Context: an optimization exercise on an open-source flow, tuned for small area, a short achievable clock period and few clock cycles. The choices shown serve that exercise and are no tape-out recipe. The RTL was checked by simulation tests, not by an equivalence proof against the original design.

==> flow/design.v <==
`default_nettype none
module mult_div_unit #(
    parameter int RM  = 8,     
    parameter int BS  = 8     
) (
    input  logic        clk,
    input  logic        reset,
    input  logic        start,
    input  logic [2:0]  op,
    input  logic [31:0] RD1,
    input  logic [31:0] RD2,
    output logic        busy,
    output logic [31:0] HI,
    output logic [31:0] LO
);
    localparam int ND = RM / 2;                         
    localparam int W  = (32 + RM > 35) ? 32 + RM : 35;  
    localparam int NR = ND + 2;                         
    localparam logic [4:0] c_mul_last = 5'(32 / RM - 1);
    localparam logic [1:0] ST_MUL  = 2'd0;
    localparam logic [1:0] ST_MFIX = 2'd1;
    localparam logic [1:0] ST_PREP = 2'd2;
    localparam logic [1:0] ST_ITER = 2'd3;
    logic        r_busy;
    logic [1:0]  r_st;
    logic [4:0]  r_cnt;
    logic        r_sgnd;      
    logic        r_aneg;      
    logic        r_mprev;     
    logic [31:0] r_b;
    logic [31:0] r_hi;
    logic [31:0] r_lo;
    wire w_mul  = (r_st == ST_MUL);
    wire w_prep = (r_st == ST_PREP);
    wire w_iter = (r_st == ST_ITER);
    wire w_div  = r_st[1];
    wire w_bneg = r_sgnd & r_b[31];
    wire w_qneg = r_aneg ^ w_bneg;
    logic [31:0] w_am, w_bm;
    logic [5:0]  w_la, w_lb;
    logic [5:0]  w_s;
    assign w_am = r_hi ^ {32{r_aneg}};
    assign w_bm = r_b ^ {32{w_bneg}};
    function automatic logic [4:0] f_len16(input logic [15:0] x);
        f_len16 = 5'd0;
        for (int i = 0; i < 16; i++) begin
            if (x[i]) f_len16 = 5'(i + 1);
        end
    endfunction
    function automatic logic [5:0] f_len(input logic [31:0] x);
        if (x[31:16] != 16'd0) f_len = 6'd16 + {1'b0, f_len16(x[31:16])};
        else                   f_len = {1'b0, f_len16(x[15:0])};
    endfunction
    assign w_la = f_len(w_am);
    assign w_lb = (w_bm[31:1] == 31'd0) ? 6'd1 : f_len(w_bm);
    assign w_s = w_la + {5'd0, r_aneg} - w_lb;
    wire w_sneg = w_s[5];
    wire w_div0 = (r_b == 32'd0);
    logic [4:0]  w_amt;
    logic [31:0] w_sh;
    always_comb begin
        w_amt = 5'd0;
        if (w_iter) w_amt = r_cnt;
        else if (w_prep && !w_qneg) w_amt = w_s[4:0];
    end
    always_comb begin
        case (w_amt[4:3])
            2'd0: w_sh = r_b;
            2'd1: w_sh = {r_b[23:0], 8'd0};
            2'd2: w_sh = {r_b[15:0], 16'd0};
            default: w_sh = {r_b[7:0], 24'd0};
        endcase
    end
    logic [32:0]  w_a33;
    logic         w_hext;
    logic [W-1:0] w_hrow;
    logic [W-1:0] w_pp [ND];
    logic [W-1:0] w_krow;
    assign w_a33  = {w_bneg, w_sh};
    assign w_hext = r_hi[31] & (r_sgnd | ~w_div);
    assign w_hrow = W'({~w_hext, r_hi});
    always_comb begin
        logic [2:0]  bits;
        logic        one, two, neg, nprev;
        logic [33:0] pp;
        logic [W-1:0] k;
        k = W'(-(64'd1 << 32));
        nprev = 1'b0;
        for (int j = 0; j < ND; j++) begin
            bits = {r_lo[2*j+1], r_lo[2*j], (j == 0) ? r_mprev : r_lo[2*j-1]};
            one  = bits[1] ^ bits[0];
            two  = (bits == 3'b100) || (bits == 3'b011);
            neg  = bits[2];
            if (!w_mul) begin
                one = (j == 32'(w_amt[2:1])) && !w_amt[0];
                two = (j == 32'(w_amt[2:1])) && w_amt[0];
                neg = (j == 32'(w_amt[2:1])) && w_div && !w_qneg;
            end
            pp = ({34{one}} & {w_a33[32], w_a33}) | ({34{two}} & {w_a33, 1'b0});
            pp = pp ^ {34{neg}};
            w_pp[j] = W'({~pp[33], pp[32:0]}) << (2*j);
            if (j > 0) w_pp[j][2*j-2] = nprev;
            nprev = neg;
            k = k - W'(64'd1 << (33 + 2*j));
        end
        w_krow = k;
        w_krow[2*ND-2] = nprev;
    end
    logic [W-1:0] w_csa_s, w_csa_c;
    always_comb begin
        logic [W-1:0] x, y, z;
        x = w_krow;
        y = w_pp[ND-1];
        for (int i = 0; i < NR - 2; i++) begin
            if (i < ND - 1) z = w_pp[ND-2-i];
            else            z = w_hrow;
            w_csa_s = x ^ y ^ z;
            w_csa_c = ((x & y) | (x & z) | (y & z)) << 1;
            x = w_csa_s;
            y = w_csa_c;
        end
        w_csa_s = x;
        w_csa_c = y;
    end
    logic [W-1:0] w_sum;
    always_comb begin
        logic c, cb, g, p, inc;
        logic [W-1:0] s0;
        cb = 1'b0;
        for (int lo = 0; lo < W; lo += BS) begin
            c = 1'b0;
            p = 1'b1;
            for (int i = lo; i < lo + BS && i < W; i++) begin
                s0[i] = w_csa_s[i] ^ w_csa_c[i] ^ c;
                c = (w_csa_s[i] & w_csa_c[i]) | (w_csa_s[i] & c) | (w_csa_c[i] & c);
            end
            g = c;
            inc = cb;
            for (int i = lo; i < lo + BS && i < W; i++) begin
                w_sum[i] = s0[i] ^ inc;
                inc = inc & s0[i];
                p = p & s0[i];
            end
            cb = g | (p & cb);
        end
    end
    logic [34:0] w_t;
    logic        w_take;
    assign w_t    = w_sum[34:0];
    assign w_take = r_aneg ? (w_t[34] || (w_t == 35'd0)) : !w_t[34];
    wire w_acc_md = start && !op[2];
    wire w_pre_go = w_qneg ? w_take : !w_sneg;    
    always_ff @(posedge clk or negedge reset) begin
        if (!reset) begin
            r_busy <= 1'b0;
        end else if (!r_busy) begin
            r_busy <= w_acc_md;
        end else begin
            case (r_st)
                ST_MUL:  if (r_cnt == 5'd0 && (r_sgnd || !r_lo[RM-1])) r_busy <= 1'b0;
                ST_MFIX: r_busy <= 1'b0;
                ST_PREP: if (w_div0 || !w_pre_go || (!w_qneg && w_s[4:0] == 5'd0)) r_busy <= 1'b0;
                default: if (r_cnt == 5'd0) r_busy <= 1'b0;
            endcase
        end
    end
    always_ff @(posedge clk or negedge reset) begin
        if (!reset) begin
            r_st    <= ST_MUL;
            r_cnt   <= 5'd0;
            r_sgnd  <= 1'b0;
            r_aneg  <= 1'b0;
            r_mprev <= 1'b0;
        end else if (!r_busy) begin
            r_st    <= {op[1], 1'b0};
            r_cnt   <= c_mul_last;
            r_sgnd  <= !op[0];
            r_aneg  <= !op[0] && RD1[31];
            r_mprev <= 1'b0;
        end else begin
            case (r_st)
                ST_MUL: begin
                    r_mprev <= r_lo[RM-1];
                    r_cnt   <= r_cnt - 5'd1;
                    if (r_cnt == 5'd0) r_st <= ST_MFIX;
                end
                ST_PREP: begin
                    r_cnt <= w_s[4:0] - {4'd0, !w_qneg};
                    r_st  <= ST_ITER;
                end
                ST_ITER: r_cnt <= r_cnt - 5'd1;
                default: ;
            endcase
        end
    end
    always_ff @(posedge clk) begin
        if (!r_busy) r_b <= RD2;
    end
    logic [31:0] w_hi_int, w_lo_int;
    always_comb begin
        w_hi_int = r_hi;
        w_lo_int = r_lo;
        if (r_busy) begin
            case (r_st)
                ST_MUL: begin
                    w_hi_int = w_sum[RM+31:RM];
                    w_lo_int = {w_sum[RM-1:0], r_lo[31:RM]};
                end
                ST_MFIX: w_hi_int = w_sum[31:0];
                ST_PREP: begin
                    if (w_take && w_pre_go) w_hi_int = w_sum[31:0];
                    if (w_div0)       w_lo_int = '1;
                    else if (w_qneg)  w_lo_int = {32{w_take}};
                    else              w_lo_int = {31'd0, w_take && !w_sneg};
                end
                default: begin
                    if (w_take) w_hi_int = w_sum[31:0];
                    w_lo_int = {r_lo[30:0], w_take ^ w_qneg};
                end
            endcase
        end
    end
    wire w_ld_hi = !r_busy && start && (op[2] == 1'b0 || op == 3'd4);
    wire w_ld_lo = !r_busy && start && (op[2] == 1'b0 || op == 3'd5);
    always_ff @(posedge clk or negedge reset) begin
        if (!reset) begin
            r_hi <= '0;
            r_lo <= '0;
        end else begin
            r_hi <= w_ld_hi ? (RD1 & {32{op[1] | op[2]}}) : w_hi_int;
            r_lo <= w_ld_lo ? RD1 : w_lo_int;
        end
    end
    assign busy = r_busy;
    assign HI   = r_hi;
    assign LO   = r_lo;
endmodule
`default_nettype wire
==> flow/flow/run.sh <==
#!/bin/bash
# Layout flow: the standard synthesis and layout steps, with buf_1 port
# buffers and timing repair aimed at a setup margin that covers the clock
# period left over by the fixed 18 ns input and output delays.
set -uo pipefail
bash standard.sh synth > synth.log 2>&1 || exit 1
bash standard.sh SETUP_SLACK_MARGIN=71 SKIP_GATE_CLONING=1 \
    'BUFFER_PORTS_ARGS=-buffer_cell sky130_fd_sc_hd__buf_1' \
    finish > layout.log 2>&1 || exit 1
==> flow/standard.sh <==
#!/bin/bash
# synth_recipe.tcl (not shown) runs the flow's synth.tcl, then flattens the netlist and writes it again
# the make line also repeats each setting of config.mk as NAME=value (left out here)
make -C /OpenROAD-flow-scripts/flow DESIGN_CONFIG=/design/flow/config.mk WORK_HOME=/design/flow/orfs CLKGATE_MAP_FILE= SYNTH_SCRIPT=/design/flow/synth_recipe.tcl "${@:-finish}"
==> flow/config.mk <==
export PLATFORM = sky130hd
export DESIGN_NAME = mult_div_unit
export DESIGN_NICKNAME = mult_div_unit
export VERILOG_FILES = /design/flow/design.v
export SDC_FILE = /design/flow/constraint.sdc
export NUM_CORES = 4
export LEC_CHECK = 0
export ABC_AREA = 1
export CAP_MARGIN = 20
export CORE_MARGIN = 2
export CORE_UTILIZATION = 40
export SLEW_MARGIN = 20
==> flow/constraint.sdc <==
create_clock -name core_clock -period 90.0 [get_ports {clk}]
set_input_delay 18.0000 -clock core_clock [delete_from_list [all_inputs] [get_ports {clk}]]
set_output_delay 18.0000 -clock core_clock [all_outputs]
set_load 0.01 [all_outputs]
==> results of run 1 <==
## final cells by class
class | instances | area (um2)
inverters | 277 | 1070
well taps | 468 | 586
multi-input cells | 1380 | 10600
flip-flops and latches | 107 | 2880
repair buffers | 228 | 1400
fillers | 3659 | 19700
clock buffers | 13 | 260
clock inverters | 3 | 28.8
## worst paths after layout
path / start / endpoint / slack [ns] / cells past startpoint
setup / recovery: r_lo[13] / LO[13] / 71.00 / 1
hold / removal: r_mprev / r_mprev / 0.58 / 2
setup reg to reg: r_aneg / r_hi[17] / 75.15 / 57
hold reg to reg: r_mprev / r_mprev / 0.58 / 2
max in group asynchronous: reset / r_hi[13] / 71.32 / 2
min in group asynchronous: reset / r_cnt[3] / 17.44 / 1
## through the flow
step / worst slack, ns / cell area (um2)
finish: 71.00 / 16900
global route: 70.94 / 16900
CTS: 71.00 / 16400
detailed placement: 69.43 / 15700
global placement: 69.54 / 15700
floorplan: 70.99 / 14800
## worst min-delay path, cell delays in order, from the launching register on
cell and delay (ns):
dfrtp_1 0.41, nand2_1 0.08, a21oi_1 0.05
## sequential cells by signal, indices dropped and copies added (netlist names)
signal   count
r_aneg       1
r_cnt        5
r_st         2
r_mprev      1
r_lo        32
r_sgnd       1
r_b         32
r_hi        32
r_busy       1
## cell families (layout without fill, tap and decap cells)
logic type	Yosys count	after routing	share of synthesized area [%]
AO/OA/AOI/OAI	424	424	17.9
buffers and inverters	363	521	9.69
XOR/XNOR	202	202	12.0
AND/OR/NAND/NOR	515	515	14.6
flip-flops	107	107	19.2
adder cells (fa/ha/maj)	239	239	26.6
## cells in the final DEF (no fill, tap or decap), types with 38 or more instances in the layout
cell type,count
ha_1,113
inv_1,258
a31oi_1,55
nand2_1,350
buf_1,117
fa_1,125
buf_4,78
xnor2_1,38
o21ai_0,101
dfrtp_1,44
o22ai_1,120
xor2_1,163
a21oi_1,54
nor2_1,66
## repair_timing
action | in CTS | in global routing
resized for setup | 44 | 41
pin swaps | 3 | 4
setup endpoints to repair | 105 | 82
setup buffers | 43 | 36
## layer usage
layer / track usage, % / wire, um / up-vias
met5: 0 / 0 / -
met4: 7.07 / 1360 / 0
met3: 3.97 / 4570 / 94
met2: 42.0 / 23300 / 733
met1: 37.3 / 22100 / 6892
li1: - / - / 6499
==> results by group, run 1 <==
Yosys
  – Synth top cells by count: nand2_1 (352), inv_1 (261), xor2_1 (163)
  – Post-synth EDFFs: 32
  – Area leader, netlist: fa_1
  – Net count after synthesis: between 2000 and 2500
  – Cell area after synthesis: approximately 0.015 mm2
  – Count leader, synth: nand2_1
  – Synth cell types: 52
  – Synth area leaders: fa_1 (17%), dfrtp_1 (13%), xor2_1 (9.7%)
  – Share of the synthesized area in the top cell type: roughly 17%
  – Fraction of registers with async set or reset after synthesis: between 70% and 80%
  – Seq/Total Area, Yosys: about a fifth
  – Syn Inst Count: between 1500 and 2000
  – Synth Flop Type: dfrtp_1
  – Yosys reg bits: around 110
  – Synthesis Warnings: 2
  – Syn Area/Cell: around 8 um2

Clock network
  – CTS H-Tree Depth: 3
  – Maximum clock path buffer count: 2
  – Worst-skew pair later-pin latency: 0.39 ns
  – Clock Sinks: between 100 and 150
  – Root Driver: clkbuf_16
  – Clock Pin Slew Worst Setup and Hold Paths: about 0.080 ns
  – TritonCTS clock tree: done
  – CTS Buf Count: 9
  – Hold Buf Count CTS: 0

Finish
  – NumNets Final: roughly 2300
  – Area Growth Syn to Fin: 14.1%
  – Antenna diodes: 0
  – Share of layout cells above drive strength 1: a little under an eighth
  – Fin cells: 2476
  – Fin util: between 40% and 50%

Detailed routing
  – Starting DRT DRC Count: ~1400
  – DR vias: 14200
  – DR WL/cell: slightly above 20 um
  – Drt drc: 0
  – DR pass1 iterations: 5
  – Final wirelength: between 50000 and 60000 um
  – Antenna viol nets, final: 0
  – Vias/cell: around 5.7

STA
  – Setup Skew: roughly 0.018 ns
  – Slew Limit Headroom: a little under a third
  – RSZ-0062 raised after global routing: true
  – WHS: 0.577 ns
  – Post-Route Setup TNS: 0 ns
  – Minimum clock period: ~19 ns
  – Achievable frequency: approximately 53 MHz
  – Endpoints failing setup: 0
  – Tcrit/Tclk final: 21.1%
  – Final hold violations: 0
  – Slew @ Worst Pin: just over 1 ns
  – Max Slew Vio Count: 0

Place
  – GPL Wtd Cong: between 0.9 and 1
  – Hpwl dp: about 38000 um
  – Port bufs: ~130
  – Cells after DPL: roughly 2400

Critical path
  – Critical Setup Path Class: register to output pin
  – Critical path, cell by cell: buf_6
  – Critical path arrival: 1.00 ns
  – Worst-path maximum fanout: 4
  – Crit-path leading delay family: flip-flops
  – CP bufs+invs: 1
  – Critical Path Start Type: register
  – CP required: 72.00 ns
  – CP peak stage delay: 0.47 ns
  – Crit-path slowest cell: dfrtp_2
  – Critical Path End Type: output pin

Status
  – Status: complete, no violations

Floorplan
  – Die ar.: 0.0385 mm2
  – Initial Util: about two fifths
  – Core ar.: about 0.037 mm2
  – Die width: 196 um
  – IO Count: between 100 and 150
  – Num rows: 70
  – Die Span Y: between 150 and 200 um

GRT
  – Largest net degree at the start of global routing: 85
  – Vias in the first global route: between 10000 and 15000
  – Gr ovfl total: 0
  – Overall global routing resource usage: 26.3%
  – Initial antenna violation count: 0
  – First-pass GRT wire length: between 70000 and 80000 um

Job
  – Max-cap viol count: 0

Worst hold path
  – Hold Path Class: register to register
Testbench counts, summed over its fixed seeds: cycles 13,407.
==> inputs of run 2 (changes only) <==
==> flow/run.sh (new file) <==
#!/bin/bash
# synth_recipe.tcl (not shown) runs the flow's synth.tcl, then flattens the netlist and writes it again
# the make line also repeats each setting of config.mk as NAME=value (left out here)
make -C /OpenROAD-flow-scripts/flow DESIGN_CONFIG=/design/flow/config.mk WORK_HOME=/design/flow/orfs CLKGATE_MAP_FILE= SYNTH_SCRIPT=/design/flow/synth_recipe.tcl finish
removed: flow/flow/run.sh
removed: flow/standard.sh
==> results by group, run 2 <==
Yosys
  – Synth top cells by count: nand2_1 (352), inv_1 (261), xor2_1 (163) (unchanged)
  – Synth Flop Type: dfrtp_1 (unchanged)
  – Synth area leaders: fa_1 (17%), dfrtp_1 (13%), xor2_1 (9.7%) (unchanged)
  – Net count after synthesis: 2159 (unchanged)
  – Share of the synthesized area in the top cell type: 16.9% (unchanged)
  – Post-synth EDFFs: 32 (unchanged)
  – Synth cell types: 52 (unchanged)
  – Cell area after synthesis: 0.0148 mm2 (unchanged)
  – Largest family of logic cells by synthesized area: adder cells (unchanged)
  – Syn Area/Cell: 7.99 um2 (unchanged)
  – XOR/XNOR Fraction of Synth Area: 12.0% (unchanged)
  – Syn Inst Count: 1850 (unchanged)
  – Fraction of registers with async set or reset after synthesis: 70.1% (unchanged)
  – Simple logic cell fraction of the synthesized area: 14.6% (unchanged)
  – Mux cell area share after synthesis: 0% (unchanged)
  – Seq/Total Area, Yosys: 19.2% (unchanged)
  – Area leader, netlist: fa_1 (unchanged)
  – Synthesis Warnings: 2 (unchanged)
  – Adder-cell share of the synthesized area: 26.6% (unchanged)
  – Yosys reg bits: 107 (unchanged)
  – Count leader, synth: nand2_1 (unchanged)
  – Compound-Gate Fraction of Synth Area: 17.9% (unchanged)

STA
  – Max Slew Vio Count: 0 (unchanged)
  – Slew @ Worst Pin: 1.14 ns (was 1.02 ns)
  – Post-Route Setup TNS: 0 ns (unchanged)
  – WHS: 0.564 ns (was 0.577 ns)
  – Endpoints failing setup: 0 (unchanged)
  – Minimum clock period: 20.86 ns (was 19.00 ns)
  – Setup Skew: 0.0189 ns (was 0.0181 ns)
  – Tcrit/Tclk final: 23.2% (was 21.1%)
  – Setup ws final: 69.14 ns (was 71.00 ns)
  – Achievable frequency: 47.9 MHz (was 52.6 MHz)
  – Slew Limit Headroom: 24.2% (was 31.8%)
  – Final hold violations: 0 (unchanged)
  – RSZ-0062 raised after global routing: false (was true)

Detailed routing
  – Antenna viol nets, final: 0 (unchanged)
  – DR pass1 iterations: 5 (unchanged)
  – Drt drc: 0 (unchanged)
  – DR WL/cell: 20.6 um (was 20.7 um)
  – Vias/cell: 5.68 (was 5.74)
  – DR vias: 13600 (was 14200)
  – Starting DRT DRC Count: 1175 (was 1373)
  – Final wirelength: 49400 um (was 51400 um)

Critical path
  – Critical path, cell by cell: clkdlybuf4s50_1 -> o21ai_0 -> nand2_2 -> buf_4 -> clkinv_1 -> nor2_1 -> nand3_1 -> nand2_1 -> inv_2 -> nand2_1 -> o21ai_0 (was buf_6)
  – Critical Path Start Type: primary input (was register)
  – Crit-path slowest cell: clkdlybuf4s50_1 (was dfrtp_2)
  – Worst-path maximum fanout: 57 (was 4)
  – CP peak stage delay: 0.52 ns (was 0.47 ns)
  – Crit-path leading delay family: buffers and inverters (was flip-flops)
  – Critical Setup Path Class: primary input to register (was register to output pin)
  – CP bufs+invs: 4 (was 1)
  – Critical Path End Type: register (was output pin)
  – CP required: 90.25 ns (was 72.00 ns)
  – Critical path arrival: 21.11 ns (was 1.00 ns)

GRT
  – Initial antenna violation count: 0 (unchanged)
  – Largest net degree at the start of global routing: 85 (unchanged)
  – First-pass GRT wire length: 76600 um (was 78100 um)
  – Gr ovfl total: 0 (unchanged)
  – Overall global routing resource usage: 25.9% (was 26.3%)
  – Vias in the first global route: 13100 (was 13400)

Status
  – Status: complete, no violations (unchanged)

Clock network
  – Root Driver: clkbuf_16 (unchanged)
  – TritonCTS clock tree: done (unchanged)
  – Post-cts sizing count: 0 (was 44)
  – Hold Buf Count CTS: 0 (unchanged)
  – Clock Sinks: 107 (unchanged)
  – Post-CTS Setup Repair Bufs: 0 (was 43)
  – Clock Pin Slew Worst Setup and Hold Paths: 0.08 ns (about the same)
  – CTS H-Tree Depth: 3 (unchanged)
  – Worst-skew pair later-pin latency: 0.40 ns (was 0.39 ns)
  – Maximum clock path buffer count: 2 (unchanged)
  – CTS Buf Count: 9 (unchanged)

Finish
  – Most frequent cells in the layout: nand2_1 (351), inv_1 (261), xor2_1 (163) (was nand2_1 (350), inv_1 (258), xor2_1 (163))
  – Area Growth Syn to Fin: 14.0% (was 14.1%)
  – Antenna diodes: 0 (unchanged)
  – Commonest non-fill, non-tap cell in the layout: nand2_1 (unchanged)
  – Share of layout cells above drive strength 1: 4.76% (was 11.3%)
  – Fin cells: 2400 (was 2476)
  – NumNets Final: 2236 (was 2312)
  – Largest regs: r_b (32), r_hi (32), r_lo (32) (unchanged)

Worst hold path
  – Hold Path Class: register to register (unchanged)

Floorplan
  – Die ar.: 0.0385 mm2 (unchanged)
  – Initial Util: 40.5% (unchanged)
  – IO Count: 135 (unchanged)
  – Die Span Y: 196 um (unchanged)
  – Num rows: 70 (unchanged)
  – Core ar.: 0.0365 mm2 (unchanged)
  – Die width: 196 um (unchanged)

Place
  – Cells after DPL: 2383 (was 2381)
  – GPL Wtd Cong: 0.915 (was 0.940)
  – Hpwl dp: 38700 um (was 37900 um)
  – Pre-CTS setup slack: 68.81 ns (was 69.43 ns)
  – Port bufs: 134 (unchanged)

Job
  – Max-cap viol count: 0 (unchanged)
run 2: cell count changes in the layout (fill, tap and decap cells not counted), sizes merged:
cell,change
clkinvlp,-2
clkinv,+2
buf,-196
clkdlybuf4s50,+133
clkbuf,-17
inv,+3
bufinv,+1
run 2: tightest hold or removal path, cell delays in order (launching register included):
cell     delay (ns)
dfrtp_1        0.40
nand2_1        0.07
a21oi_1        0.06
run 2: cell families (layout without fill, tap and decap cells):
group / count (synthesis) / in the layout
AND/OR/NAND/NOR: 515 / 515
AO/OA/AOI/OAI: 424 / 424
buffers and inverters: 363 / 445
adder cells (fa/ha/maj): 239 / 239
XOR/XNOR: 202 / 202
flip-flops: 107 / 107
run 2: worst paths after layout:
check / slack, ns / end / cells after the start / startpoint
min in group asynchronous: 17.43 / r_st[1] / 1 / reset
setup / recovery: 69.14 / r_hi[26] / 11 / op[2]
hold reg to reg: 0.56 / r_mprev / 2 / r_mprev
hold / removal: 0.56 / r_mprev / 2 / r_mprev
max in group asynchronous: 71.46 / r_aneg / 2 / reset
setup reg to reg: 74.28 / r_hi[21] / 56 / r_aneg
run 2: stage by stage:
step	area [um2]	utilization, %
after detailed placement	16500	45.1
after global placement	16500	45.1
after CTS	16800	46.0
after global routing	16800	46.1
after floorplan	14800	-
final	16800	46.1
run 2: cell type report:
class,count,area (um2)
inverter,277,1040
timing repair buffer,152,1490
clock buffer,9,225
clock inverter,7,103
fill,3644,19700
sequential,107,2840
multi-input combinational,1380,10600
tap,468,586
run 2: per-layer routing:
metal	part of all wire (%)	global-route usage, %
met1	44	36.3
met2	45	41.1
met3	7.3	3.66
met4	3.3	8.78
met5	0	0
==> inputs of run 3 (changes only) <==
==> flow/flow/run.sh (new file) <==
#!/bin/bash
# Layout flow: the standard synthesis and layout steps, with buf_2 port
# buffers and timing repair aimed at a setup margin that covers the clock
# period left over by the fixed 18 ns input and output delays.
set -uo pipefail
bash standard.sh synth > synth.log 2>&1 || exit 1
bash standard.sh SETUP_SLACK_MARGIN=71 \
    'BUFFER_PORTS_ARGS=-buffer_cell sky130_fd_sc_hd__buf_2' \
    finish > layout.log 2>&1 || exit 1
==> flow/standard.sh (new file) <==
#!/bin/bash
# synth_recipe.tcl (not shown) runs the flow's synth.tcl, then flattens the netlist and writes it again
# the make line also repeats each setting of config.mk as NAME=value (left out here)
make -C /OpenROAD-flow-scripts/flow DESIGN_CONFIG=/design/flow/config.mk WORK_HOME=/design/flow/orfs CLKGATE_MAP_FILE= SYNTH_SCRIPT=/design/flow/synth_recipe.tcl "${@:-finish}"
removed: flow/run.sh
==> results by group, run 3 <==
Critical path
  – Critical Path End Type: output pin (was register)
  – Critical path arrival: 1.00 ns (was 21.11 ns)
  – CP peak stage delay: 0.46 ns (was 0.52 ns)
  – CP bufs+invs: 1 (was 4)
  – Critical path, cell by cell: buf_2 (was clkdlybuf4s50_1 -> o21ai_0 -> nand2_2 -> buf_4 -> clkinv_1 -> nor2_1 -> nand3_1 -> nand2_1 -> inv_2 -> nand2_1 -> o21ai_0)
  – Crit-path leading delay family: flip-flops (was buffers and inverters)
  – Critical Path Start Type: register (was primary input)
  – Worst-path maximum fanout: 4 (was 57)
  – CP required: 72.00 ns (was 90.25 ns)
  – Critical Setup Path Class: register to output pin (was primary input to register)
  – Crit. path cell count: 1 (was 11)
  – Crit-path slowest cell: dfrtp_2 (was clkdlybuf4s50_1)
  – Reg2Reg Depth: 62 (was 56)

Worst hold path
  – Hold Path Class: register to register (unchanged)
  – Cells on Worst Hold Path: 2 (unchanged)

STA
  – RSZ-0062 raised after global routing: true (was false)
  – Tcrit/Tclk final: 21.1% (was 23.2%)
  – Final hold violations: 0 (unchanged)
  – Post-Route Setup TNS: 0 ns (unchanged)
  – Slew @ Worst Pin: 0.966 ns (was 1.14 ns)
  – Minimum clock period: 19.00 ns (was 20.86 ns)
  – Max Slew Vio Count: 0 (unchanged)
  – Setup Skew: 0.0234 ns (was 0.0189 ns)
  – Achievable frequency: 52.6 MHz (was 47.9 MHz)
  – Endpoints failing setup: 0 (unchanged)
  – Slew Limit Headroom: 35.6% (was 24.2%)

Finish
  – Area Growth Syn to Fin: 15.3% (was 14.0%)
  – Design Area, Final: 0.0170 mm2 (was 0.0168 mm2)
  – Multi-input logic area: 0.0107 mm2 (was 0.0106 mm2)
  – Most frequent cells in the layout: nand2_1 (349), inv_1 (258), xor2_1 (163) (was nand2_1 (351), inv_1 (261), xor2_1 (163))
  – Fin cells: 2479 (was 2400)
  – Commonest non-fill, non-tap cell in the layout: nand2_1 (unchanged)
  – Filler cell count: 3593 (was 3644)
  – Share of layout cells above drive strength 1: 17.3% (was 4.76%)
  – Largest regs: r_b (32), r_hi (32), r_lo (32) (unchanged)
  – Register Area: 0.00288 mm2 (was 0.00284 mm2)
  – Antenna diodes: 0 (unchanged)
  – NumNets Final: 2315 (was 2236)
  – Fin util: 46.6% (was 46.1%)

Yosys
  – Cell area after synthesis: 0.0148 mm2 (unchanged)
  – Synthesis Warnings: 2 (unchanged)
  – Yosys reg bits: 107 (unchanged)
  – Fraction of registers with async set or reset after synthesis: 70.1% (unchanged)
  – Post-synth EDFFs: 32 (unchanged)
  – Syn Inst Count: 1850 (unchanged)
  – Adder-cell share of the synthesized area: 26.6% (unchanged)
  – Synth area leaders: fa_1 (17%), dfrtp_1 (13%), xor2_1 (9.7%) (unchanged)
  – Area leader, netlist: fa_1 (unchanged)
  – Largest family of logic cells by synthesized area: adder cells (unchanged)
  – Mux cell area share after synthesis: 0% (unchanged)
  – Seq/Total Area, Yosys: 19.2% (unchanged)
  – Synth cell types: 52 (unchanged)
  – Share of the synthesized area in the top cell type: 16.9% (unchanged)
  – Count leader, synth: nand2_1 (unchanged)
  – XOR/XNOR Fraction of Synth Area: 12.0% (unchanged)
  – Net count after synthesis: 2159 (unchanged)
  – Compound-Gate Fraction of Synth Area: 17.9% (unchanged)
  – Simple logic cell fraction of the synthesized area: 14.6% (unchanged)
  – Synth Flop Type: dfrtp_1 (unchanged)
  – Synth top cells by count: nand2_1 (352), inv_1 (261), xor2_1 (163) (unchanged)
  – Syn Area/Cell: 7.99 um2 (unchanged)

Status
  – Status: complete, no violations (unchanged)

Floorplan
  – Die Span Y: 196 um (unchanged)
  – Core ar.: 0.0365 mm2 (unchanged)
  – Initial Util: 40.5% (unchanged)
  – Die width: 196 um (unchanged)
  – IO Count: 135 (unchanged)
  – Die ar.: 0.0385 mm2 (unchanged)
  – Num rows: 70 (unchanged)

Clock network
  – Root Driver: clkbuf_16 (unchanged)
  – Clock Sinks: 107 (unchanged)
  – Maximum clock path buffer count: 2 (unchanged)
  – CTS Buf Count: 9 (unchanged)
  – Hold Buf Count CTS: 0 (unchanged)
  – TritonCTS clock tree: done (unchanged)
  – Worst-skew pair later-pin latency: 0.38 ns (was 0.40 ns)
  – CTS H-Tree Depth: 3 (unchanged)
  – Clock Pin Slew Worst Setup and Hold Paths: 0.10 ns (was 0.08 ns)

GRT
  – Vias in the first global route: 13500 (was 13100)
  – First-pass GRT wire length: 78600 um (was 76600 um)
  – Overall global routing resource usage: 26.5% (was 25.9%)
  – Gr ovfl total: 0 (unchanged)
  – Initial antenna violation count: 1 (was 0)
  – Largest net degree at the start of global routing: 85 (unchanged)

Job
  – Max-cap viol count: 0 (unchanged)

Place
  – Cells after DPL: 2381 (was 2383)
  – Hpwl dp: 38200 um (was 38700 um)
  – GPL Wtd Cong: 0.944 (was 0.915)
  – Port bufs: 134 (unchanged)
  – Placed inst area: 0.0158 mm2 (was 0.0165 mm2)

Detailed routing
  – Starting DRT DRC Count: 1466 (was 1175)
  – DR pass1 iterations: 11 (was 5)
  – Final wirelength: 52300 um (was 49400 um)
  – Vias/cell: 5.74 (was 5.68)
  – Antenna viol nets, final: 0 (unchanged)
  – Drt drc: 0 (unchanged)
  – DR vias: 14200 (was 13600)
  – DR WL/cell: 21.1 um (was 20.6 um)
run 3: changes by cell type in the layout (fill, tap and decap cells not counted), moves of 4 or more:
cell | previous run | this run
clkdlybuf4s50_1 | 133 | 0
clkinvlp_4 | 0 | 4
dfrtp_2 | 1 | 30
buf_2 | 0 | 129
buf_4 | 18 | 83
buf_6 | 0 | 5
buf_12 | 0 | 4
dfrtp_1 | 74 | 45
run 3: layer usage:
layer  vias up  part of all wire [%]  GRT usage [%]  routed length, um
li1       6496                     -              -                  -
met5         -                 0.025              0                 13
met1      6902                    43           37.1              22500
met2       715                    45           41.7              23400
met4         2                   3.2           8.00               1660
met3       117                   9.0           5.07               4710
run 3: stage by stage:
stage | hold slack [ns] | setup WS (ns)
3_5_place_dp | 0.573 | 69.46
5_1_grt | 0.628 | 70.98
6_report | 0.586 | 71.00
3_3_place_gp | 0.562 | 69.57
4_1_cts | 0.583 | 71.00
2_1_floorplan | 0.528 | 70.99
run 3: kinds of logic (layout without fill, tap and decap cells):
group,Yosys count,in the layout
AO/OA/AOI/OAI,424,424
XOR/XNOR,202,202
adder cells (fa/ha/maj),239,239
buffers and inverters,363,520
flip-flops,107,107
AND/OR/NAND/NOR,515,519
run 3: path summary, 6_finish.rpt:
| check | startpoint | end | slack [ns] |
|---|---|---|---|
| setup / recovery | r_lo[12] | LO[12] | 71.00 |
| hold / removal | r_mprev | r_mprev | 0.59 |
| max in group asynchronous | reset | r_hi[11] | 71.37 |
| hold reg to reg | r_mprev | r_mprev | 0.59 |
| min in group asynchronous | reset | r_st[0] | 17.45 |
| setup reg to reg | r_aneg | r_hi[2] | 75.30 |
run 3: timing repair:
action	4_1_cts	5_1_grt
setup buffers	43	29
resized for setup	47	20
pin swaps	4	3
gates cloned	7	3
setup endpoints to repair	93	88
run 3: cell type report:
class                      instances  share of cell area (%)
sequential                       107                    16.9
tap                              468                    3.44
clock inverter                     6                   0.367
timing repair buffer             224                    8.74
multi-input combinational       1384                    62.8
clock buffer                      10                    1.40
timing repair inverter             3                   0.140
inverter                         277                    6.22
==> inputs of run 4 (changes only) <==
--- a/flow/config.mk
+++ b/flow/config.mk
@@ -5,7 +5,6 @@
 export SDC_FILE = /design/flow/constraint.sdc
 export NUM_CORES = 4
 export LEC_CHECK = 0
-export ABC_AREA = 1
 export CAP_MARGIN = 20
 export CORE_MARGIN = 2
 export CORE_UTILIZATION = 40
==> results by group, run 4 <==
Status
  – Status: complete, no violations (unchanged)

STA
  – RSZ-0062 raised after global routing: false (was true)
  – Slew @ Worst Pin: 1.11 ns (was 0.966 ns)
  – Post-Route Setup TNS: 0 ns (unchanged)
  – Achievable frequency: 52.7 MHz (was 52.6 MHz)
  – Setup Skew: 0.0190 ns (was 0.0234 ns)
  – Final hold violations: 0 (unchanged)
  – Slew Limit Headroom: 25.8% (was 35.6%)
  – Endpoints failing setup: 0 (unchanged)
  – Minimum clock period: 18.98 ns (was 19.00 ns)
  – Tcrit/Tclk final: 21.1% (about the same)
  – Max Slew Vio Count: 0 (unchanged)

Yosys
  – Synth cell types: 78 (was 52)
  – Fraction of registers with async set or reset after synthesis: 70.1% (unchanged)
  – Synthesis Warnings: 2 (unchanged)
  – Post-synth EDFFs: 32 (unchanged)
  – Compound-Gate Fraction of Synth Area: 22.1% (was 17.9%)
  – Area leader, netlist: fa_1 (unchanged)
  – Syn Inst Count: 1703 (was 1850)
  – Simple logic cell fraction of the synthesized area: 10.6% (was 14.6%)
  – Cell area after synthesis: 0.0149 mm2 (was 0.0148 mm2)
  – Share of the synthesized area in the top cell type: 16.8% (was 16.9%)
  – XOR/XNOR Fraction of Synth Area: 9.12% (was 12.0%)
  – Count leader, synth: inv_1 (was nand2_1)
  – Synth Flop Type: dfrtp_1 (unchanged)
  – Adder-cell share of the synthesized area: 26.4% (was 26.6%)
  – Seq/Total Area, Yosys: 19.1% (was 19.2%)
  – Net count after synthesis: 2012 (was 2159)
  – Mux cell area share after synthesis: 4.30% (was 0%)
  – Syn Area/Cell: 8.74 um2 (was 7.99 um2)
  – Yosys reg bits: 107 (unchanged)
  – Synth area leaders: fa_1 (17%), dfrtp_1 (13%), ha_1 (9.6%) (was fa_1 (17%), dfrtp_1 (13%), xor2_1 (9.7%))
  – Largest family of logic cells by synthesized area: adder cells (unchanged)
  – Synth top cells by count: inv_1 (188), fa_1 (125), a22oi_1 (121) (was nand2_1 (352), inv_1 (261), xor2_1 (163))

Finish
  – Most frequent cells in the layout: inv_1 (188), buf_2 (126), fa_1 (125) (was nand2_1 (349), inv_1 (258), xor2_1 (163))
  – Area Growth Syn to Fin: 14.9% (was 15.3%)
  – Share of layout cells above drive strength 1: 19.6% (was 17.3%)
  – Commonest non-fill, non-tap cell in the layout: inv_1 (was nand2_1)
  – NumNets Final: 2144 (was 2315)
  – Largest regs: r_b (32), r_hi (32), r_lo (32) (unchanged)
  – Fin cells: 2309 (was 2479)
  – Filler cell count: 3563 (was 3593)

Critical path
  – Critical Path Start Type: register (unchanged)
  – Critical path arrival: 0.98 ns (was 1.00 ns)
  – Worst-path maximum fanout: 2 (was 4)
  – Critical path, cell by cell: buf_6 (was buf_2)
  – Critical Setup Path Class: register to output pin (unchanged)
  – Crit-path leading delay family: flip-flops (unchanged)
  – CP bufs+invs: 1 (unchanged)
  – Crit. path cell count: 1 (unchanged)
  – Crit path from: r_hi[8] (was r_lo[12])
  – Critical Path End Type: output pin (unchanged)
  – Critical R2R Launch: r_aneg (unchanged)
  – CP required: 72.00 ns (about the same)
  – Crit-path slowest cell: dfrtp_2 (unchanged)
  – FF-to-FF setup slack: 74.06 ns (was 75.30 ns)
  – Reg2Reg Depth: 56 (was 62)
  – CP peak stage delay: 0.46 ns (about the same)

GRT
  – Overall global routing resource usage: 26.9% (was 26.5%)
  – Gr ovfl total: 0 (unchanged)
  – Largest net degree at the start of global routing: 76 (was 85)
  – First-pass GRT wire length: 79800 um (was 78600 um)
  – Initial antenna violation count: 1 (unchanged)
  – Vias in the first global route: 13400 (was 13500)

Clock network
  – Maximum clock path buffer count: 2 (unchanged)
  – Root Driver: clkbuf_16 (unchanged)
  – CTS H-Tree Depth: 3 (unchanged)
  – Clock Sinks: 107 (unchanged)
  – TritonCTS clock tree: done (unchanged)
  – CTS Buf Count: 9 (unchanged)
  – Clock Pin Slew Worst Setup and Hold Paths: 0.09 ns (was 0.10 ns)
  – Worst-skew pair later-pin latency: 0.38 ns (about the same)

Job
  – Max-cap viol count: 0 (unchanged)

Place
  – Hpwl dp: 38500 um (was 38200 um)
  – Cells after DPL: 2213 (was 2381)
  – Port bufs: 134 (unchanged)
  – GPL Wtd Cong: 0.913 (was 0.944)

Detailed routing
  – DR pass1 iterations: 5 (was 11)
  – Antenna viol nets, final: 0 (unchanged)
  – Final wirelength: 52500 um (was 52300 um)
  – Starting DRT DRC Count: 1515 (was 1466)
  – Vias/cell: 6.04 (was 5.74)
  – Drt drc: 0 (unchanged)
  – DR WL/cell: 22.7 um (was 21.1 um)
  – DR vias: 13900 (was 14200)

Floorplan
  – IO Count: 135 (unchanged)
  – Core ar.: 0.0366 mm2 (was 0.0365 mm2)
  – Initial Util: 40.6% (was 40.5%)
  – Die ar.: 0.0388 mm2 (was 0.0385 mm2)
  – Die Span Y: 197 um (was 196 um)
  – Num rows: 70 (unchanged)
  – Die width: 197 um (was 196 um)

Worst hold path
  – Worst hold start: r_mprev (unchanged)
  – Hold Path Class: register to register (unchanged)
  – Cells on Worst Hold Path: 2 (unchanged)
-- run 4: cell count changes after synthesis, sizes merged, moves of 16 or more --
cell / delta
a21oi: +44
a221oi: -30
a22oi: +111
clkbuf: +25
inv: -84
mux2i: +48
nand2: -272
nor2: +49
nor3: +16
o21ai: -55
o22ai: -39
xnor2: +64
xor2: -111
-- run 4: layout make-up --
type                    count  area, um2  share of cell area (%)
inverters                 193        724                    4.24
clock inverters             6       62.6                   0.366
diodes                      1       2.50                  0.0146
repair buffers            236       1650                    9.66
well taps                 468        586                    3.43
multi-input cells        1288      10900                    64.0
flip-flops and latches    107       2890                    16.9
clock buffers              10        229                    1.34
-- run 4: metrics by stage --
step           area [um2]  setup WS (ns)  hold slack (ns)  utilization [%]
2_1_floorplan       15000          70.91            0.513                -
3_3_place_gp        15900          70.19            0.532             43.4
3_5_place_dp        15900          70.15            0.547             43.4
4_1_cts             16900          70.99            0.566             46.2
5_1_grt             17100          70.99            0.611             46.7
6_report            17100          71.02            0.563             46.7
-- run 4: worst paths after layout --
| path | endpoint |
|---|---|
| min | r_mprev |
| min reg2reg | r_mprev |
| max in group asynchronous | r_busy |
| min in group asynchronous | r_lo[10] |
| max | HI[8] |
| max reg2reg | r_lo[7] |
-- run 4: repair_timing --
action / CTS / global route
pin swaps: 3 / 6
gates cloned: 6 / 2
gates resized for setup: 64 / 23
setup buffers: 57 / 13
endpoints found under the setup margin: 104 / 70
hold buffers: 0 / 0
-- run 4: cells by family after synthesis --
family,after synthesis
xor+xnor,155
mux,61
flops,107
buf+inv,311
simple gates,340
compound gates,490
fa+ha+maj,239
-- run 4: layer usage --
metal	wire length, um	GRT usage, %	vias up	share of wire, %
li1	-	-	6278	-
met1	21600	36.2	6838	41
met2	23900	41.7	722	46
met3	5260	7.02	104	10
met4	1780	9.58	0	3.4
met5	0	0	-	0
-- run 4: tightest hold or removal path: stages (launching register included) --
cell and delay, ns:
dfrtp_1 0.37, mux2i_1 0.08, nor2_1 0.08
==> inputs of run 5 (changes only) <==
--- a/flow/design.v
+++ b/flow/design.v
@@ -41,18 +41,14 @@
     logic [5:0]  w_s;
     assign w_am = r_hi ^ {32{r_aneg}};
     assign w_bm = r_b ^ {32{w_bneg}};
-    function automatic logic [4:0] f_len16(input logic [15:0] x);
-        f_len16 = 5'd0;
-        for (int i = 0; i < 16; i++) begin
-            if (x[i]) f_len16 = 5'(i + 1);
-        end
-    endfunction
-    function automatic logic [5:0] f_len(input logic [31:0] x);
-        if (x[31:16] != 16'd0) f_len = 6'd16 + {1'b0, f_len16(x[31:16])};
-        else                   f_len = {1'b0, f_len16(x[15:0])};
-    endfunction
-    assign w_la = f_len(w_am);
-    assign w_lb = (w_bm[31:1] == 31'd0) ? 6'd1 : f_len(w_bm);
+    always_comb begin
+        w_la = 6'd0;
+        w_lb = 6'd1;
+        for (int i = 0; i < 32; i++) begin
+            if (w_am[i]) w_la = 6'(i + 1);
+            if (w_bm[i]) w_lb = 6'(i + 1);
+        end
+    end
     assign w_s = w_la + {5'd0, r_aneg} - w_lb;
     wire w_sneg = w_s[5];
     wire w_div0 = (r_b == 32'd0);
@@ -77,8 +73,10 @@
     logic [W-1:0] w_pp [ND];
     logic [W-1:0] w_krow;
     assign w_a33  = {w_bneg, w_sh};
-    assign w_hext = r_hi[31] & (r_sgnd | ~w_div);
-    assign w_hrow = W'({~w_hext, r_hi});
+    logic [31:0] w_hi_in;
+    assign w_hi_in = r_hi & {32{!(w_mul && r_cnt == c_mul_last)}};
+    assign w_hext  = w_hi_in[31] & (r_sgnd | ~w_div);
+    assign w_hrow  = W'({~w_hext, w_hi_in});
     always_comb begin
         logic [2:0]  bits;
         logic        one, two, neg, nprev;
@@ -227,7 +225,7 @@
             r_hi <= '0;
             r_lo <= '0;
         end else begin
-            r_hi <= w_ld_hi ? (RD1 & {32{op[1] | op[2]}}) : w_hi_int;
+            r_hi <= w_ld_hi ? RD1 : w_hi_int;
             r_lo <= w_ld_lo ? RD1 : w_lo_int;
         end
     end
==> flow/flow/run.sh (replaced) <==
#!/bin/bash
# Layout flow: the standard synthesis and layout steps, with buf_1 port
# buffers and timing repair aimed at a setup margin that covers the clock
# period left over by the fixed 18 ns input and output delays.
set -uo pipefail
bash standard.sh synth > synth.log 2>&1 || exit 1
bash standard.sh SETUP_SLACK_MARGIN=70.7 \
    'BUFFER_PORTS_ARGS=-buffer_cell sky130_fd_sc_hd__buf_1' \
    finish > layout.log 2>&1 || exit 1
--- a/flow/config.mk
+++ b/flow/config.mk
@@ -5,7 +5,8 @@
 export SDC_FILE = /design/flow/constraint.sdc
 export NUM_CORES = 4
 export LEC_CHECK = 0
+export ABC_AREA = 1
 export CAP_MARGIN = 20
 export CORE_MARGIN = 2
-export CORE_UTILIZATION = 40
+export CORE_UTILIZATION = 60
 export SLEW_MARGIN = 20
==> results by group, run 5 <==
Status
  – Status: complete, no violations (unchanged)

Yosys
  – Synth top cells by count: nand2_1 (257), inv_1 (235), o22ai_1 (167) (was inv_1 (188), fa_1 (125), a22oi_1 (121))
  – Synth Flop Type: dfrtp_1 (unchanged)
  – Synth cell types: 55 (was 78)
  – Area leader, netlist: fa_1 (unchanged)
  – Count leader, synth: nand2_1 (was inv_1)
  – Synthesis Warnings: 2 (unchanged)
  – Syn Area/Cell: 8.35 um2 (was 8.74 um2)
  – Fraction of registers with async set or reset after synthesis: 70.1% (unchanged)
  – Yosys reg bits: 107 (unchanged)
  – Share of the synthesized area in the top cell type: 17.3% (was 16.8%)
  – Seq/Total Area, Yosys: 19.6% (was 19.1%)
  – Synth area leaders: fa_1 (17%), dfrtp_1 (13%), ha_1 (9.9%) (was fa_1 (17%), dfrtp_1 (13%), ha_1 (9.6%))
  – Net count after synthesis: 2042 (was 2012)
  – Post-synth EDFFs: 32 (unchanged)
  – Syn Inst Count: 1732 (was 1703)
  – Cell area after synthesis: 0.0145 mm2 (was 0.0149 mm2)

Floorplan
  – Die ar.: 0.0254 mm2 (was 0.0388 mm2)
  – Die Span Y: 159 um (was 197 um)
  – Die width: 159 um (was 197 um)
  – Initial Util: 61.4% (was 40.6%)
  – Num rows: 56 (was 70)
  – IO Count: 135 (unchanged)
  – Core ar.: 0.0235 mm2 (was 0.0366 mm2)

Place
  – Pre-CTS setup slack: 68.91 ns (was 70.15 ns)
  – Cells after DPL: 2110 (was 2213)
  – Hpwl dp: 34600 um (was 38500 um)
  – Port bufs: 134 (unchanged)
  – GPL Wtd Cong: 0.974 (was 0.913)

Finish
  – NumNets Final: 2133 (was 2144)
  – Multi-input logic area: 0.0106 mm2 (was 0.0109 mm2)
  – Largest regs: r_b (32), r_hi (32), r_lo (32) (unchanged)
  – Register Area: 0.00284 mm2 (was 0.00289 mm2)
  – Most frequent cells in the layout: nand2_1 (255), inv_1 (234), o22ai_1 (167) (was inv_1 (188), buf_2 (126), fa_1 (125))
  – Area Growth Syn to Fin: 10.2% (was 14.9%)
  – Antenna diodes: 0 (was 1)
  – Share of layout cells above drive strength 1: 7.28% (was 19.6%)
  – Filler cell count: 2086 (was 3563)
  – Commonest non-fill, non-tap cell in the layout: nand2_1 (was inv_1)
  – Fin cells: 2147 (was 2309)

Clock network
  – Maximum clock path buffer count: 2 (unchanged)
  – TritonCTS clock tree: done (unchanged)
  – Clock Pin Slew Worst Setup and Hold Paths: 0.09 ns (about the same)
  – CTS Buf Count: 9 (unchanged)
  – Clock Sinks: 107 (unchanged)
  – CTS H-Tree Depth: 3 (unchanged)
  – Worst-skew pair later-pin latency: 0.38 ns (about the same)
  – Root Driver: clkbuf_16 (unchanged)

STA
  – RSZ-0062 raised after global routing: false (unchanged)
  – Setup Skew: 0.0137 ns (was 0.0190 ns)
  – Post-Route Setup TNS: 0 ns (unchanged)
  – Slew @ Worst Pin: 1.13 ns (was 1.11 ns)
  – Tcrit/Tclk final: 21.3% (was 21.1%)
  – Minimum clock period: 19.19 ns (was 18.98 ns)
  – Setup ws final: 70.81 ns (was 71.02 ns)
  – Max Slew Vio Count: 0 (unchanged)
  – Achievable frequency: 52.1 MHz (was 52.7 MHz)
  – Final hold violations: 0 (unchanged)
  – Slew Limit Headroom: 24.8% (was 25.8%)
  – Endpoints failing setup: 0 (unchanged)

Critical path
  – Crit. path cell count: 1 (unchanged)
  – Worst R2R End: r_hi[20] (was r_lo[7])
  – Crit path from: r_hi[31] (was r_hi[8])
  – Critical Setup Path Class: register to output pin (unchanged)
  – Critical Path End Type: output pin (unchanged)
  – Crit-path slowest cell: dfrtp_1 (was dfrtp_2)
  – Crit-path leading delay family: flip-flops (unchanged)
  – CP required: 72.00 ns (about the same)
  – Worst-path maximum fanout: 5 (was 2)
  – Critical R2R Launch: r_aneg (unchanged)
  – Critical path, cell by cell: buf_1 (was buf_6)
  – Reg2Reg Depth: 86 (was 56)
  – CP peak stage delay: 0.62 ns (was 0.46 ns)
  – CP bufs+invs: 1 (unchanged)
  – Critical Path Start Type: register (unchanged)
  – Worst setup path endpoint: HI[31] (was HI[8])
  – FF-to-FF setup slack: 73.07 ns (was 74.06 ns)
  – Critical path arrival: 1.19 ns (was 0.98 ns)

Detailed routing
  – Starting DRT DRC Count: 1679 (was 1515)
  – Antenna viol nets, final: 0 (unchanged)
  – DR vias: 13800 (was 13900)
  – DR WL/cell: 22.0 um (was 22.7 um)
  – Final wirelength: 47200 um (was 52500 um)
  – Vias/cell: 6.43 (was 6.04)
  – Drt drc: 0 (unchanged)
  – DR pass1 iterations: 6 (was 5)

GRT
  – Largest net degree at the start of global routing: 76 (unchanged)
  – First-pass GRT wire length: 72500 um (was 79800 um)
  – Vias in the first global route: 12900 (was 13400)
  – Initial antenna violation count: 0 (was 1)
  – Gr ovfl total: 0 (unchanged)
  – Overall global routing resource usage: 36.5% (was 26.9%)

Worst hold path
  – Hold Path Class: register to register (unchanged)

Job
  – Max-cap viol count: 0 (unchanged)
run 5: cell count changes after synthesis, sizes merged, moves of 28 or more:
| cell | before | now |
|---|---|---|
| a21oi | 100 | 36 |
| a221oi | 3 | 34 |
| a22oi | 121 | 14 |
| inv | 190 | 240 |
| mux2i | 48 | 0 |
| nand2 | 87 | 262 |
| o22ai | 81 | 169 |
| o31ai | 1 | 29 |
| xnor2 | 103 | 60 |
| xor2 | 52 | 147 |
run 5: cells by family (layout without fill, tap and decap cells):
logic type	Yosys count	in the layout	synth area share (%)
compound gates	409	409	18.9
buf+inv	341	432	9.27
simple gates	428	433	12.3
flops	107	107	19.6
xor+xnor	207	207	12.7
fa+ha+maj	240	240	27.3
run 5: area by class of cell:
class	count	area share (%)
multi-input combinational	1289	66.3
sequential	107	17.8
inverter	242	5.83
timing repair buffer	173	5.59
tap	319	2.50
clock buffer	11	1.59
clock inverter	5	0.345
timing repair inverter	1	0.0471
run 5: metrics by stage:
step	instance area (um2)	hold WS [ns]	utilization, %
6_report	15900	0.560	67.7
5_1_grt	15900	0.587	67.7
4_1_cts	15700	0.562	66.6
3_5_place_dp	15200	0.550	64.6
3_3_place_gp	15200	0.543	64.6
2_1_floorplan	14500	0.526	-
run 5: repair_timing:
item / in CTS / in global routing
cloned: 3 / 5
setup endpoints to repair: 63 / 64
hold buffers: 0 / 0
setup buffers: 8 / 5
gates resized for setup: 13 / 29
pin swaps: 2 / 4
run 5: worst min path at each step:
stage | start | endpoint | slack (ns) | depth (start not counted)
4_1_cts | r_mprev | r_mprev | 0.56 | 2
6_report | r_mprev | r_mprev | 0.56 | 2
5_1_grt | r_mprev | r_mprev | 0.59 | 2
3_3_place_gp | r_mprev | r_mprev | 0.54 | 2
3_5_place_dp | r_mprev | r_mprev | 0.55 | 2
2_1_floorplan | r_mprev | r_mprev | 0.53 | 2
run 5: layer usage:
| layer | vias up | GRT usage (%) | part of all wire [%] |
|---|---|---|---|
| met1 | 6705 | 51.1 | 40 |
| met3 | 160 | 6.82 | 10 |
| met5 | - | 0 | 0 |
| met2 | 838 | 56.9 | 45 |
| met4 | 0 | 13.2 | 4.4 |
| li1 | 6098 | - | - |
run 5: worst register-to-register path, delay by kind of cell, from the launching register on:
| family | cells | cell delay [ns] |
|---|---|---|
| xor gates and xnor gates | 2 | 0.49 |
| DFF | 1 | 1.10 |
| AOI/OAI and AO/OA | 11 | 2.45 |
| buffers and inverters | 13 | 2.01 |
| and+or+nand+nor | 38 | 3.54 |
| adders and majority gates | 22 | 7.23 |
Testbench counts of run 5, summed over its fixed seeds: cycles 13,407.

[re-timing with driven ports]
How much do the figures lean on ideal ports? The routed layouts below were timed once more, with nothing changed but the port constraints. Step 1: set_driving_cell puts a clkbuf_16 on clk and a buf_2 on each other input, an assumption about the parent block. Step 2 times the ports against the registers' clock, not the clock port: input delays grow and output delays shrink by t, the midpoint of the rising clock arrivals with the driver on. Slacks: no drivers / after step 1 / after step 2; pairs: no drivers / after step 1.
run	shift t [ns]	setup WS [ns]	latest minus earliest clock arrival (ns)	worst data-port slew with drivers (ns)
run 1	0.431	70.997 / 70.945 / 70.602	0.019 / 0.018	0.05
run 2	0.443	69.142 / 69.168 / 68.726	0.019 / 0.019	0.04
run 3	0.423	71.002 / 70.952 / 70.640	0.023 / 0.024	0.05
run 4	0.428	71.018 / 70.963 / 70.643	0.019 / 0.019	0.04
run 5	0.418	70.807 / 70.757 / 70.417	0.014 / 0.014	0.06
After both steps setup and hold are still met in every run listed. The setup slack of run 2, which loses most, moves by +0.026 ns with the drivers and by -0.416 ns with both steps.
